Context: an optimization exercise on an open-source flow, tuned for small area. The choices shown serve that exercise and are no tape-out recipe.
Where RTL was checked, it was by simulation tests only, not by an equivalence proof against the original.
Power and IR drop assume default switching activity.

==> flow/design.v <==
module mixer_multi_ramp (
  input  logic        clk,
  input  logic        rst_n,
  input  logic        bclk,
  input  logic        lrclk,
  input  logic [3:0]  in,
  input  logic [31:0] level,
  input  logic [3:0]  mute,
  output logic        out,
  output logic [23:0] out_p,
  output logic        out_valid,
  output logic        sat
);
  logic        bclk_q, bclk_qq, lrclk_q;
  logic        rise_d;
  logic        fall, tog;
  logic        busy, act;
  logic [5:0]  cnt;
  logic [30:0] acc;
  logic [32:0] wide;
  logic        sticky, ovf;
  logic [7:0]  g [4];
  logic [9:0]  bsum;
  logic        first, full, res_en, rot_en, done;
  logic [1:0]  ch, ph;
  logic [7:0]  tgt, gnew;
  logic [8:0]  d;
  logic        over;
  logic [23:0] res;
  logic        out_q;
  logic        sbit;
  assign fall = ~bclk & bclk_q;
  assign tog  = lrclk ^ lrclk_q;
  assign act  = tog | busy;
  assign rise_d = bclk_q & ~bclk_qq;
  always_ff @(posedge clk) begin
    bclk_q  <= bclk;
    bclk_qq <= bclk_q;
    lrclk_q <= lrclk;
    ph      <= ph + 2'd1;
  end
  assign full   = cnt[5] | (cnt[4] & cnt[3]);
  assign first  = (cnt == 6'd0);
  assign res_en = act & (cnt == 6'd24);
  assign rot_en = act & full;
  assign done   = act & (cnt == 6'd39);
  assign ch     = ph;
  always_ff @(posedge clk) begin
    if (!rst_n) begin
      cnt  <= '0;
      busy <= 1'b0;
    end else begin
      if (tog) busy <= 1'b1;
      else if (done) busy <= 1'b0;
      if (done) cnt <= '0;
      else if (act | (rise_d & ~full)) cnt <= cnt + 6'd1;
    end
  end
  always_comb begin
    bsum = '0;
    for (int i = 0; i < 4; i++) if (in[2'(i) + ph] & bclk_q) bsum = bsum + {2'b0, g[i]};
  end
  assign wide = {acc[30], acc, 1'b0} + {23'b0, bsum};
  assign ovf  = (wide[32] != wide[31]) | (wide[31] != wide[30]);
  always_ff @(posedge clk) begin
    if ((rise_d | act) & ~full) begin
      if (first) begin
        acc    <= -{21'b0, bsum};
        sticky <= 1'b0;
      end else if (!sticky) begin
        if (ovf) sticky <= 1'b1;
        else     acc    <= wide[30:0];
      end
    end
  end
  assign tgt  = mute[ch] ? 8'd0 : level[ch*8 +: 8];
  assign gnew = (tgt > g[0]) ? g[0] + 8'd1 : (tgt < g[0]) ? g[0] - 8'd1 : g[0];
  always_ff @(posedge clk) begin
    g[0] <= g[1];
    g[1] <= rst_n ? g[2] : 8'd0;
    g[2] <= g[3];
    g[3] <= !rst_n ? 8'd0 : rot_en ? gnew : g[0];
  end
  assign over = sticky;
  assign res  = over ? {acc[30], {23{~acc[30]}}} : acc[30:7];
  always_comb begin
    sbit = 1'b0;
    for (int k = 0; k < 24; k++) if (cnt == 6'(k)) sbit = out_p[23-k];
  end
  always_ff @(posedge clk) begin
    if (!rst_n) begin
      out_p     <= '0;
      sat       <= 1'b0;
      out_q     <= 1'b0;
    end else begin
      if (res_en) begin
        out_p <= res;
        sat   <= over;
      end
      if (res_en)    out_q <= res[23];
      else if (fall) out_q <= sbit;
    end
  end
  assign out       = out_q;
  assign out_valid = busy & (cnt == 6'd25);
endmodule
clock: 10.0 ns
lec_check: 0
cap_margin: 20
core_margin: 2
core_utilization: 65
gpl_timing_driven: 0
slew_margin: 20
standard.sh (not shown) runs the stock make flow with config.mk's settings and CLKGATE_MAP_FILE= SYNTH_SCRIPT=/design/flow/synth_recipe.tcl, a recipe that flattens the netlist after the stock synthesis.
==> flow/flow/run.sh <==
#!/bin/bash
# Own layout flow: the standard ORFS flow (standard.sh), with these changes:
#  - synthesis maps adders with ABC instead of the platform's full/half-adder cells, using an
#    area-oriented ABC script (flow/area.abc). It runs once for each of four ABC random seeds,
#    in parallel, and the flow continues from the run with the smallest cell area. Registers
#    are mapped exactly as in the standard synthesis (dfflibmap runs before ABC, untouched);
#  - the port buffers that placement inserts are the smallest buffer, buf_1;
#  - clock tree synthesis uses clkbuf_8 and adds no dummy load cells.
# Each synthesis run logs to synth_<seed>.log and the rest of the flow to own_flow.log (ORFS's
# own per-step logs are under orfs/logs/).
set -euo pipefail
here=$(pwd)
seeds="1 2 3 4"
for s in $seeds; do
  sed "s/SEED/$s/" flow/area.abc > "$here/area_$s.abc"
  sed "s#^  log_cmd abc {\*}\$abc_args\$#  log_cmd abc -script $here/area_$s.abc {*}\$lib_args {*}\$lib_dont_use_args#" \
    "$FLOW_HOME/scripts/synth.tcl" > "$here/synth_mod_$s.tcl"
  grep -q "area_$s.abc" "$here/synth_mod_$s.tcl"
  sed "s#source \$::env(SCRIPTS_DIR)/synth.tcl#source $here/synth_mod_$s.tcl#" synth_recipe.tcl > "$here/own_synth_$s.tcl"
  grep -q "synth_mod_$s.tcl" "$here/own_synth_$s.tcl"
  sed -e "s#SYNTH_SCRIPT=[^ ]*#SYNTH_SCRIPT=$here/own_synth_$s.tcl ADDER_MAP_FILE=#" \
      -e "s#WORK_HOME=[^ ]*#WORK_HOME=$here/syn_$s#" standard.sh > "$here/own_standard_$s.sh"
  grep -q "own_synth_$s.tcl" "$here/own_standard_$s.sh"
  bash "$here/own_standard_$s.sh" synth > "$here/synth_$s.log" 2>&1 &
done
wait
best=""
best_area=""
for s in $seeds; do
  a=$(awk '/Chip area/ {print $NF}' "$here/syn_$s/reports/sky130hd/mixer_multi_ramp/base/synth_stat.txt")
  echo "seed $s: synthesis cell area $a" >> "$here/own_flow.log"
  if [[ -z "$best" ]] || awk -v a="$a" -v b="$best_area" 'BEGIN { exit !(a < b) }'; then
    best=$s
    best_area=$a
  fi
done
echo "using seed $best" >> "$here/own_flow.log"
rm -rf "$here/orfs"
mv "$here/syn_$best" "$here/orfs"
sed -e "s#SYNTH_SCRIPT=[^ ]*#SYNTH_SCRIPT=$here/own_synth_$best.tcl ADDER_MAP_FILE=#" standard.sh > "$here/own_standard.sh"
grep -q "own_synth_$best.tcl" "$here/own_standard.sh"
export BUFFER_PORTS_ARGS="-buffer_cell sky130_fd_sc_hd__buf_1"
export CTS_ARGS="-sink_clustering_enable -repair_clock_nets -dont_use_dummy_load -buf_list sky130_fd_sc_hd__clkbuf_8"
bash "$here/own_standard.sh" >> "$here/own_flow.log" 2>&1
Other scripts of this flow, unchanged in this note and not shown: flow/flow/area.abc
Change:
--- a/flow/design.v
+++ b/flow/design.v
@@ -22,8 +22,8 @@
   logic [7:0]  g [4];
   logic [9:0]  bsum;
+  logic [7:0]  term [4];
   logic        first, full, res_en, rot_en, done;
-  logic [1:0]  ch, ph;
+  logic [1:0]  ph;
   logic [7:0]  tgt, gnew;
-  logic [8:0]  d;
   logic        over;
   logic [23:0] res;
@@ -45,5 +45,4 @@
   assign rot_en = act & full;
   assign done   = act & (cnt == 6'd39);
-  assign ch     = ph;
   always_ff @(posedge clk) begin
     if (!rst_n) begin
@@ -58,7 +57,7 @@
   end
   always_comb begin
-    bsum = '0;
-    for (int i = 0; i < 4; i++) if (in[2'(i) + ph] & bclk_q) bsum = bsum + {2'b0, g[i]};
+    for (int i = 0; i < 4; i++) term[i] = (in[2'(i) + ph] & bclk_q) ? g[i] : 8'd0;
   end
+  assign bsum = ({2'b0, term[0]} + {2'b0, term[1]}) + ({2'b0, term[2]} + {2'b0, term[3]});
   assign wide = {acc[30], acc, 1'b0} + {23'b0, bsum};
   assign ovf  = (wide[32] != wide[31]) | (wide[31] != wide[30]);
@@ -69,10 +68,10 @@
         sticky <= 1'b0;
       end else if (!sticky) begin
-        if (ovf) sticky <= 1'b1;
-        else     acc    <= wide[30:0];
+        acc    <= wide[30:0];
+        sticky <= ovf;
       end
     end
   end
-  assign tgt  = mute[ch] ? 8'd0 : level[ch*8 +: 8];
+  assign tgt  = mute[ph] ? 8'd0 : level[ph*8 +: 8];
   assign gnew = (tgt > g[0]) ? g[0] + 8'd1 : (tgt < g[0]) ? g[0] - 8'd1 : g[0];
   always_ff @(posedge clk) begin
@@ -83,5 +82,5 @@
   end
   assign over = sticky;
-  assign res  = over ? {acc[30], {23{~acc[30]}}} : acc[30:7];
+  assign res  = over ? {~acc[30], {23{acc[30]}}} : acc[30:7];
   always_comb begin
     sbit = 1'b0;
@@ -90,7 +89,7 @@
   always_ff @(posedge clk) begin
     if (!rst_n) begin
-      out_p     <= '0;
-      sat       <= 1'b0;
-      out_q     <= 1'b0;
+      out_p <= '0;
+      sat   <= 1'b0;
+      out_q <= 1'b0;
     end else begin
       if (res_en) begin
What happened:
- global-route usage falls by 2.8 points
- total power shrinks by 11%
- setup slack improved by 320 ps
- sequential share of layout area rose by 1.0 points
- core utilization fell by 2.0 points
- flip-flop and latch count stays the same
- first-iteration DRC count is lower by 41%
- die area went down by 0.58%
- final area shrinks by 2.5%
- synthesized area is lower by 0.61%
- routed wire length went down by 11%
For the first run of this note, only the layout was checked, not whether the RTL still works.

[afterwards: timing with drivers on the ports]
The flow's constraints put no driver on any port. The routed layouts listed below were extracted and timed again, unchanged, in two steps.
Step 1 sets driving cells, clkbuf_16 on the clock port and buf_2 on the other inputs (assumed; they add their load-dependent delay and slew).
Step 2, shift: input delay + t, output delay - t, t = (earliest + latest rising clock arrival at the registers) / 2. This alone moves slack from input paths to output paths.
a / b / c = no drivers / after step 1 / after step 2; a / b = the first two.
run | t (ns) | setup slack, ns | latest minus earliest clock arrival (ns) | slew at the worst register clock pin (ns) | worst data-port slew with drivers (ns)
the first run | 0.389 | 0.423 / 0.438 / 0.050 | 0.027 / 0.027 | 0.10 / 0.10 | 0.04
the second run | 0.380 | 0.747 / 0.757 / 0.378 | 0.037 / 0.037 | 0.10 / 0.10 | 0.04
After both steps setup and hold are still met in every run listed. For the first run, which loses most, drivers alone change the setup slack by +0.015 ns; drivers and shift together by -0.373 ns.
